Background: an optimization exercise with open tools, aiming at small area, a short achievable clock period and few clock cycles. Do not read the settings as production practice. The RTL was checked by simulation tests, not by an equivalence proof against the original design. Power and IR drop assume default switching activity.

--- config.mk ---
export PLATFORM = sky130hd
export DESIGN_NAME = lsu_top
export DESIGN_NICKNAME = lsu_top
export VERILOG_FILES = /design/flow/design.v
export SDC_FILE = /design/flow/constraint.sdc
export NUM_CORES = 4
export LEC_CHECK = 0
export CAP_MARGIN = 20
export CORE_AREA = 5 5 615 615
export DIE_AREA = 0 0 620 620
export SLEW_MARGIN = 20
--- constraint.sdc ---
create_clock -name core_clock -period 5.5 [get_ports {clk}]
set_input_delay 1.1000 -clock core_clock [delete_from_list [all_inputs] [get_ports {clk}]]
set_output_delay 1.1000 -clock core_clock [all_outputs]
set_load 0.01 [all_outputs]
--- design.v ---
package lsu_pkg;
  localparam int WORD_W = 64;
  localparam int WORDS_PER_BEAT = 8;
  localparam int BEAT_W = WORD_W * WORDS_PER_BEAT;
  localparam int NUM_BANKS = 4;
  typedef logic [WORD_W-1:0] word_t;
  typedef logic [BEAT_W-1:0] beat_t;
  typedef logic [$clog2(NUM_BANKS)-1:0] bank_sel_t;
  typedef enum logic [1:0] {
    MODE_IDLE  = 2'd0,
    MODE_STORE = 2'd1,
    MODE_LOAD  = 2'd2
  } lsu_mode_t;
endpackage
import lsu_pkg::*;
module beat_unpacker (
  input  logic  clk,
  input  logic  rst_n,
  input  logic [lsu_pkg::BEAT_W-1:0] in_data,
  input  logic  in_valid,
  output logic  in_ready,
  output logic [lsu_pkg::WORD_W-1:0] word,
  output logic  word_valid,
  input  logic  word_ready
);
  localparam int CNT_W = $clog2(WORDS_PER_BEAT);
  logic [lsu_pkg::BEAT_W-1:0]            beat_q;
  logic [CNT_W-1:0] cnt;
  logic             full;
  assign in_ready   = !full && word_ready;
  assign word       = beat_q[WORD_W-1:0];
  assign word_valid = full;
  always_ff @(posedge clk) begin
    if (!rst_n) begin
      full <= 1'b0;
      cnt  <= '0;
    end else if (in_valid && in_ready) begin
      full <= 1'b1;
      cnt  <= '0;
    end else if (word_valid && word_ready) begin
      cnt <= cnt + 1'b1;
      if (cnt == CNT_W'(WORDS_PER_BEAT - 1)) begin
        full <= 1'b0;
      end
    end
  end
  always_ff @(posedge clk) begin
    if (in_valid && in_ready) begin
      beat_q <= in_data;
    end else if (word_valid && word_ready) begin
      beat_q <= beat_q >> WORD_W;
    end
  end
endmodule
import lsu_pkg::*;
module beat_packer (
  input  logic  clk,
  input  logic  rst_n,
  input  logic [lsu_pkg::WORD_W-1:0] word,
  input  logic  word_valid,
  output logic  word_ready,
  output logic [lsu_pkg::BEAT_W-1:0] out_data,
  output logic  out_valid,
  input  logic  out_ready,
  output logic  beat_done
);
  localparam int CNT_W = $clog2(WORDS_PER_BEAT);
  logic [lsu_pkg::BEAT_W-1:0]            beat_q;
  logic [CNT_W-1:0] cnt;
  logic             full;
  assign word_ready = !full;
  assign out_data   = beat_q;
  assign out_valid  = full;
  assign beat_done  = out_valid && out_ready;
  always_ff @(posedge clk) begin
    if (!rst_n) begin
      full <= 1'b0;
      cnt  <= '0;
    end else if (beat_done) begin
      full <= 1'b0;
    end else if (word_valid && word_ready) begin
      cnt <= cnt + 1'b1;
      if (cnt == CNT_W'(WORDS_PER_BEAT - 1)) begin
        full <= 1'b1;
      end
    end
  end
  always_ff @(posedge clk) begin
    if (word_valid && word_ready) begin
      beat_q <= {word, beat_q[BEAT_W-1:WORD_W]};
    end
  end
endmodule
import lsu_pkg::*;
module bank_addr_gen #(
  parameter int ADDR_W = 12
) (
  input  logic              clk,
  input  logic              rst_n,
  input  logic              start,
  input  logic [31:0]       len,
  input  logic [31:0]       block_factor,
  input  logic [31:0]       addr_offset,
  input  logic              step,
  output logic [1:0]         bank_sel,
  output logic [ADDR_W-1:0] bank_addr,
  output logic              last
);
  logic [31:0]       len_q;
  logic [31:0]       bf_q;
  logic [31:0]       idx;
  logic [31:0]       blk;
  logic [1:0]         bank;
  logic [ADDR_W-1:0] row;
  assign bank_sel  = bank;
  assign bank_addr = row + blk[ADDR_W-1:0];
  assign last      = (idx == len_q - 32'd1);
  always_ff @(posedge clk) begin
    if (!rst_n) begin
      len_q <= '0;
      bf_q  <= 32'd1;
      idx   <= '0;
      blk   <= '0;
      bank  <= '0;
      row   <= '0;
    end else if (start) begin
      len_q <= len;
      bf_q  <= block_factor;
      idx   <= '0;
      blk   <= '0;
      bank  <= '0;
      row   <= addr_offset[ADDR_W-1:0];
    end else if (step) begin
      idx <= idx + 32'd1;
      if (blk == bf_q - 32'd1) begin
        blk <= '0;
        if (bank == 2'(NUM_BANKS - 1)) begin
          bank <= '0;
          row  <= row + bf_q[ADDR_W-1:0];
        end else begin
          bank <= bank + 1'b1;
        end
      end else begin
        blk <= blk + 32'd1;
      end
    end
  end
endmodule
import lsu_pkg::*;
module result_fifo #(
  parameter int RAM_READ_LATENCY = 2
) (
  input  logic                                  clk,
  input  logic                                  rst_n,
  input  logic [lsu_pkg::WORD_W-1:0]                                 enq_data,
  input  logic                                  enq_valid,
  output logic                                  enq_ready,
  output logic [lsu_pkg::WORD_W-1:0]                                 deq_data,
  output logic                                  deq_valid,
  input  logic                                  deq_ready,
  output logic [$clog2(RAM_READ_LATENCY+1)-1:0] count
);
  localparam int DEPTH = RAM_READ_LATENCY;
  localparam int PTR_W = (DEPTH > 1) ? $clog2(DEPTH) : 1;
  logic [lsu_pkg::WORD_W-1:0]            mem [DEPTH];
  logic [PTR_W-1:0] wr_ptr;
  logic [PTR_W-1:0] rd_ptr;
  logic             enq_fire;
  logic             deq_fire;
  assign enq_ready = (count < DEPTH);
  assign deq_valid = (count != 0);
  assign deq_data  = mem[rd_ptr];
  assign enq_fire  = enq_valid && enq_ready;
  assign deq_fire  = deq_valid && deq_ready;
  always_ff @(posedge clk) begin
    if (!rst_n) begin
      wr_ptr <= '0;
      rd_ptr <= '0;
      count  <= '0;
    end else begin
      if (enq_fire) begin
        wr_ptr <= (wr_ptr == PTR_W'(DEPTH - 1)) ? '0 : wr_ptr + 1'b1;
      end
      if (deq_fire) begin
        rd_ptr <= (rd_ptr == PTR_W'(DEPTH - 1)) ? '0 : rd_ptr + 1'b1;
      end
      count <= count + enq_fire - deq_fire;
    end
  end
  always_ff @(posedge clk) begin
    if (enq_fire) begin
      mem[wr_ptr] <= enq_data;
    end
  end
endmodule
import lsu_pkg::*;
module lsu_ctrl #(
  parameter int ADDR_W = 12,
  parameter int RAM_READ_LATENCY = 2
) (
  input  logic                                  clk,
  input  logic                                  rst_n,
  input  logic                                  start,
  input  logic [1:0]                             mode,
  input  logic [lsu_pkg::WORD_W-1:0]                                 word,
  input  logic                                  word_valid,
  output logic                                  word_ready,
  output logic                                  step,
  input  logic [1:0]                             bank_sel,
  input  logic [ADDR_W-1:0]                     cur_addr,
  input  logic                                  last,
  output logic [NUM_BANKS-1:0][ADDR_W-1:0]      bank_addr,
  output logic [NUM_BANKS-1:0][lsu_pkg::WORD_W-1:0]                 bank_d,
  output logic [NUM_BANKS-1:0]                  bank_ce,
  output logic [NUM_BANKS-1:0]                  bank_we,
  input  logic [NUM_BANKS-1:0][lsu_pkg::WORD_W-1:0]                 bank_q,
  output logic [lsu_pkg::WORD_W-1:0]                                 fifo_data,
  output logic                                  fifo_valid,
  input  logic                                  fifo_ready,
  input  logic [$clog2(RAM_READ_LATENCY+1)-1:0] fifo_count,
  input  logic                                  beat_done,
  output logic                                  done
);
  localparam int LAT    = RAM_READ_LATENCY;
  localparam int CNT_W  = $clog2(2 * LAT + 2);
  localparam int PEND_W = $clog2(LAT + 2 * WORDS_PER_BEAT + 2);
  typedef enum logic [1:0] {S_IDLE, S_RUN, S_DRAIN, S_DONE} state_t;
  state_t               state;
  logic [1:0]            mode_q;
  logic                 word_fire;
  logic                 rd_issue;
  logic                 rd_port;
  logic [NUM_BANKS-1:0] bank_onehot;
  logic [1:0]            port_sel;
  logic [LAT-1:0]       vld_sh;
  logic [1:0]            sel_sh [LAT];
  logic [CNT_W-1:0]     inflight;
  logic [PEND_W-1:0]    pend;
  assign word_ready  = (state == S_RUN) && (mode_q == MODE_STORE);
  assign word_fire   = word_valid && word_ready;
  assign bank_onehot = {{(NUM_BANKS-1){1'b0}}, 1'b1} << bank_sel;
  assign rd_port     = |bank_ce && !(|bank_we);
  assign done        = (state == S_DONE);
  always_comb begin
    inflight = CNT_W'(rd_port);
    for (int i = 0; i < LAT; i++) begin
      inflight = inflight + CNT_W'(vld_sh[i]);
    end
  end
  assign rd_issue = (state == S_RUN) && (mode_q == MODE_LOAD) && fifo_ready &&
                    (inflight + fifo_count < LAT);
  assign step     = word_fire || rd_issue;
  always_ff @(posedge clk) begin
    if (!rst_n) begin
      state  <= S_IDLE;
      mode_q <= MODE_IDLE;
    end else begin
      case (state)
        S_IDLE: begin
          if (start && mode != MODE_IDLE) begin
            mode_q <= mode;
            state  <= S_RUN;
          end
        end
        S_RUN: begin
          if (step && last) begin
            state <= S_DRAIN;
          end
        end
        S_DRAIN: begin
          if (mode_q == MODE_STORE) begin
            state <= S_DONE;
          end else if (beat_done && pend == PEND_W'(WORDS_PER_BEAT)) begin
            state <= S_DONE;
          end
        end
        default: begin
          state <= S_IDLE;
        end
      endcase
    end
  end
  always_ff @(posedge clk) begin
    if (!rst_n) begin
      pend <= '0;
    end else begin
      pend <= pend + PEND_W'(rd_issue) - (beat_done ? PEND_W'(WORDS_PER_BEAT) : '0);
    end
  end
  always_ff @(posedge clk) begin
    if (!rst_n) begin
      bank_ce <= '0;
      bank_we <= '0;
    end else begin
      bank_ce <= step ? bank_onehot : '0;
      bank_we <= word_fire ? bank_onehot : '0;
    end
  end
  always_ff @(posedge clk) begin
    if (step) begin
      bank_addr <= {NUM_BANKS{cur_addr}};
      bank_d    <= {NUM_BANKS{word}};
      port_sel  <= bank_sel;
    end
  end
  always_ff @(posedge clk) begin
    if (!rst_n) begin
      vld_sh <= '0;
    end else begin
      vld_sh[0] <= rd_port;
      for (int i = 1; i < LAT; i++) begin
        vld_sh[i] <= vld_sh[i-1];
      end
    end
  end
  always_ff @(posedge clk) begin
    sel_sh[0] <= port_sel;
    for (int i = 1; i < LAT; i++) begin
      sel_sh[i] <= sel_sh[i-1];
    end
  end
  assign fifo_valid = vld_sh[LAT-1];
  assign fifo_data  = bank_q[sel_sh[LAT-1]];
endmodule
import lsu_pkg::*;
module lsu_top (
  input  logic                        clk,
  input  logic                        rst_n,
  input  logic                        start,
  input  logic [1:0]                  mode,
  input  logic [31:0]                 len,
  input  logic [31:0]                 block_factor,
  input  logic [31:0]                 addr_offset,
  output logic                        done,
  input  logic [BEAT_W-1:0]           in_data,
  input  logic                        in_valid,
  output logic                        in_ready,
  output logic [BEAT_W-1:0]           out_data,
  output logic                        out_valid,
  input  logic                        out_ready,
  output logic [NUM_BANKS*12-1:0]     bank_addr,
  output logic [NUM_BANKS*WORD_W-1:0] bank_d,
  output logic [NUM_BANKS-1:0]        bank_ce,
  output logic [NUM_BANKS-1:0]        bank_we,
  input  logic [NUM_BANKS*WORD_W-1:0] bank_q
);
  localparam int ADDR_W = 12;
  localparam int RAM_READ_LATENCY = 2;
  localparam int FCNT_W = $clog2(RAM_READ_LATENCY + 1);
  logic [lsu_pkg::WORD_W-1:0]             st_word;
  logic              st_valid;
  logic              st_ready;
  logic              step;
  logic [1:0]         bank_sel;
  logic [ADDR_W-1:0] cur_addr;
  logic              last;
  logic [lsu_pkg::WORD_W-1:0]             fifo_data;
  logic              fifo_valid;
  logic              fifo_ready;
  logic [FCNT_W-1:0] fifo_count;
  logic [lsu_pkg::WORD_W-1:0]             ld_word;
  logic              ld_valid;
  logic              ld_ready;
  logic              beat_done;
  beat_unpacker u_unpacker (
    .clk(clk), .rst_n(rst_n),
    .in_data(in_data), .in_valid(in_valid), .in_ready(in_ready),
    .word(st_word), .word_valid(st_valid), .word_ready(st_ready)
  );
  bank_addr_gen #(.ADDR_W(ADDR_W)) u_addr_gen (
    .clk(clk), .rst_n(rst_n), .start(start),
    .len(len), .block_factor(block_factor), .addr_offset(addr_offset),
    .step(step), .bank_sel(bank_sel), .bank_addr(cur_addr), .last(last)
  );
  lsu_ctrl #(.ADDR_W(ADDR_W), .RAM_READ_LATENCY(RAM_READ_LATENCY)) u_ctrl (
    .clk(clk), .rst_n(rst_n), .start(start), .mode(mode),
    .word(st_word), .word_valid(st_valid), .word_ready(st_ready),
    .step(step), .bank_sel(bank_sel), .cur_addr(cur_addr), .last(last),
    .bank_addr(bank_addr), .bank_d(bank_d), .bank_ce(bank_ce), .bank_we(bank_we),
    .bank_q(bank_q),
    .fifo_data(fifo_data), .fifo_valid(fifo_valid), .fifo_ready(fifo_ready),
    .fifo_count(fifo_count), .beat_done(beat_done), .done(done)
  );
  result_fifo #(.RAM_READ_LATENCY(RAM_READ_LATENCY)) u_fifo (
    .clk(clk), .rst_n(rst_n),
    .enq_data(fifo_data), .enq_valid(fifo_valid), .enq_ready(fifo_ready),
    .deq_data(ld_word), .deq_valid(ld_valid), .deq_ready(ld_ready),
    .count(fifo_count)
  );
  beat_packer u_packer (
    .clk(clk), .rst_n(rst_n),
    .word(ld_word), .word_valid(ld_valid), .word_ready(ld_ready),
    .out_data(out_data), .out_valid(out_valid), .out_ready(out_ready),
    .beat_done(beat_done)
  );
endmodule
--- run.sh ---
#!/bin/bash
# synth_recipe.tcl (not shown) runs the flow's synth.tcl, then flattens the netlist and writes it again
# the make line also repeats each setting of config.mk as NAME=value (left out here)
make -C /OpenROAD-flow-scripts/flow DESIGN_CONFIG=/design/flow/config.mk WORK_HOME=/design/flow/orfs CLKGATE_MAP_FILE= SYNTH_SCRIPT=/design/flow/synth_recipe.tcl finish
==> reports/metrics.csv <==
stage,metric,value,unit
min_path,Min-Delay Path Depth,0,
synth,Yosys warnings,6,
layout,cell area after layout,84290,um^2
layout,most frequent cells in the layout,"1,668 x clkdlybuf4s50_1, 1,418 x nand2_1, 1,230 x edfxtp_1, 173 x clkbuf_16, 172 x dfxtp_1",
grt,number of global-route vias before repair,38250,
critical_path,CP Max Fanout,4,
sta,normalized max-slew margin,25.36,%
power_and_ir_drop,PnR Total Power,37.07,mW
floorplan,Die Span X,620,um
detailed_routing,WL per Instance,28.04,um
power_and_ir_drop,P per Cell Area,439.8,nW/um^2
cts,CTS Buf Count,172,
run,Max-Cap Viols,0,
sta,Slew @ Worst Pin,1116,ps
critical_path,R2R depth,13,
power_and_ir_drop,Worst VDD drop,0.0004675,V
layout,"commonest non-fill, non-tap cell in the layout",clkdlybuf4s50_1,
layout,Fillers,39430,
critical_path,Critical Path Source Type,flip-flop,
sta,unrepaired setup endpoints after global routing,false,
layout,Area Overhead vs Synth,46.93,%
detailed_routing,drt total wl,309200,um
critical_path,WP data arrival,5510,ps
grt,antenna violations before repair,155,
power_and_ir_drop,Reg power frac,44.7,%
cts,CTS Buffer Depth,4,
power_and_ir_drop,Leak,29.78,nW
cts,Clock Latency Late Sink,890,ps
floorplan,FP Rows,224,
detailed_routing,TritonRoute pass-1 iters,6,
cts,TritonCTS clock tree,yes,
sta,Max Fclk,207.7,MHz
power_and_ir_drop,Sw Share,32.52,%
cts,clock root cell,clkbuf_16,
floorplan,Placeable Area,371400,um^2
sta,Max Clock Skew,99.77,ps
synth,number of synthesized flops with an enable pin,1230,
synth,Post-Syn Nets,5288,
grt,first-pass GRT wire length,384700,um
floorplan,Die Area,384400,um^2
synth,distinct cell type count after synthesis,73,
cts,Post-CTS Setup Inserts,0,
critical_path,Worst EP required,6200,ps
grt,largest net degree at the start of global routing,169,
grt,grt ovf,0,
synth,post-synthesis async set-or-reset flop share,0,%
synth,Post-synth top flop,edfxtp_1,
placement,placed cell areas,78620,um^2
detailed_routing,Via density,3.677,
detailed_routing,Vias,40550,
floorplan,starting density of the core,15.45,%
sta,"Hold Violations, Final",0,
detailed_routing,DRC,0,
floorplan,io pins,1698,
cts,H-tree depth,4,
grt,GRT Util Overall,15.15,%
power_and_ir_drop,clock power share,31.0,%
placement,HPWL Detailed,256100,um
cts,Worst-path clk slew,60,ps
detailed_routing,Antenna Nets Post-Route,0,
synth,Synth Cell Area,57370,um^2
cts,hold_buf cts,0,
critical_path,Crit Path Class,reg -> reg,
critical_path,r2r setup slk,690,ps
sta,part of the cycle the worst path needs,87.54,%
sta,count of final setup violators,0,
synth,Mapped Cells,4362,
power_and_ir_drop,switching power,12.06,mW
floorplan,height of the die,620,um
min_path,hold crit path type,reg -> reg,
sta,Hold Slack,319.9,ps
sta,Period minus WS final,4815,ps
synth,synthesized area per cell,13.15,um^2
layout,Final nets,6788,
power_and_ir_drop,Pint,25.01,mW
detailed_routing,Iteration-0 DRC Markers,3519,
status,status,timing/DRC/antenna clean,
critical_path,endpoint class of the critical path,flip-flop,
synth,post-synthesis sequential area ratio,70.56,%
placement,placed insts,10660,
placement,Placer Congestion,0.9054,
cts,CTS-repair resized insts,0,
sta,"Slew Viols, Final",0,
layout,share of layout cells above drive strength 1,8.000,%
placement,PortBufs,1677,
synth,Seq cells post-synth,1407,
power_and_ir_drop,Gate power share,24.4,%
layout,final non-filler cell total,11030,
cts,Clock Sinks,1407,
[area by class of cell]
| type | count | area, um^2 | area share [%] |
|---|---|---|---|
| clock inverters | 99 | 1032 | 1.225 |
| flip-flops and latches | 1407 | 40500 | 48.04 |
| multi-input cells | 2511 | 14400 | 17.09 |
| inverters | 38 | 145.1 | 0.1722 |
| diodes | 56 | 140.1 | 0.1663 |
| repair buffers | 1732 | 17330 | 20.56 |
| well taps | 4972 | 6221 | 7.381 |
| clock buffers | 213 | 4519 | 5.362 |
[through the flow]
stage	worst slack, ps	utilization (%)	setup TNS, ps
2_1_floorplan	-4021	-	-3307130
3_3_place_gp	754.7	21.17	0
3_5_place_dp	720.2	21.17	0
4_1_cts	674.8	22.67	0
5_1_grt	436.6	22.68	0
6_report	685.4	22.70	0
[logic make-up (layout without fill, tap and decap cells)]
group	after synthesis	count (layout)	synth area share, %
muxes	204	204	5.106
xor gates and xnor gates	157	157	2.397
buffers and inverters	444	2082	4.423
adders and majority gates	56	56	1.269
AOI/OAI and AO/OA	144	144	1.749
other	0	56	0
DFF	1407	1407	70.56
and+or+nand+nor	1950	1950	14.49
[final timing paths]
kind	from	end
setup / recovery	u_ctrl.bank_we[1]	u_addr_gen.blk[31]
hold / removal	u_ctrl.sel_sh[0][0]	u_ctrl.sel_sh[1][0]
setup reg to reg	u_ctrl.bank_we[1]	u_addr_gen.blk[31]
hold reg to reg	u_ctrl.sel_sh[0][0]	u_ctrl.sel_sh[1][0]
[cells in the mapped netlist, types with 7 or more instances]
master    count  area [um^2]
nand2_1    1419         5326
edfxtp_1   1230        36940
buf_4       228         1712
dfxtp_1     177         3543
clkbuf_1    164        615.6
nor2_1      130        488.0
xnor2_1      96        840.8
nor2b_1      86        538.0
and2_1       82        513.0
mux2i_1      71        710.7
mux2_2       69        777.0
mux4_2       64         1441
xor2_1       61        534.3
ha_1         51        638.1
nor3_1       46        230.2
inv_1        38        142.6
nand3_1      36        180.2
o21ai_0      34        170.2
nor4_1       25        156.4
a21oi_1      22        110.1
nand4_1      22        137.6
and3_1       21        131.4
or3_1        20        125.1
a211oi_1     15        112.6
or4_1        13        97.59
nand2b_1     10        62.56
or2_2        10        62.56
buf_1         7        26.28
[flip-flops by register name (all words and copies together) (netlist names), 4 cells and up]
signal / count
u_ctrl.sel_sh: 4
u_ctrl.bank_ce: 4
u_unpacker.beat_q: 512
u_packer.beat_q: 512
u_ctrl.pend: 5
u_addr_gen.idx: 32
u_ctrl.bank_we: 4
u_ctrl.bank_addr: 12
u_addr_gen.blk: 32
u_addr_gen.bf_q: 32
u_fifo.mem: 128
u_ctrl.bank_d: 64
u_addr_gen.len_q: 32
u_addr_gen.row: 12
[metal layers]
metal,vias up,global-route usage [%],part of all wire (%)
met5,-,0.2997,0.084
met4,40,4.643,3.5
met3,465,6.801,11
met2,1822,24.47,46
met1,20120,18.00,39
li1,18100,-,-
[power groups by stage]
stage / combinational [mW] / clock, mW / sequential (mW)
floorplan: 1.61 / 0 / 16.1
global placement: 9.29 / 0 / 16.8
detailed placement: 9.28 / 0 / 16.9
CTS: 9.30 / 11.9 / 16.7
global route: 9.60 / 12.3 / 16.8
finish: 9.03 / 11.5 / 16.6
[worst max-delay path: stages, from the launching register on]
cell and delay [ps]:
dfxtp_1 300, or4_1 520, nor2_1 220, fa_1 470
and2_1 160, fa_1 420, or4b_2 640, o21a_1 270
or4_1 570, nor3_1 430, nand2_1 230, nor3_1 260
xnor2_1 140, nor2_1 50
Testbench counts, summed over its fixed seeds: cycles 48,162.

==> re-timing with driven ports <==
The flow's constraints put no driver on any port. The routed layout listed below was extracted and timed again, unchanged, in two steps.
Step 1: set_driving_cell puts a clkbuf_16 on clk and a buf_2 on each other input, an assumption about the parent block.
Step 2 moves the port delays by t, midway between the first and last clock arrival at a register: inputs arrive t later, outputs are due t later. That takes back most of the time a late clock gives input paths.
a / b / c = no drivers / after step 1 / after step 2; a / b = the first two.
shift t [ns]: 0.938
setup WS [ns]: 0.685 / 0.685 / 0.685
worst register clock-pin slew, ns: 0.07 / 0.07
After both steps this run still meets setup and hold. For this run, drivers alone change the setup slack by 0.000 ns; drivers and shift together by 0.000 ns.
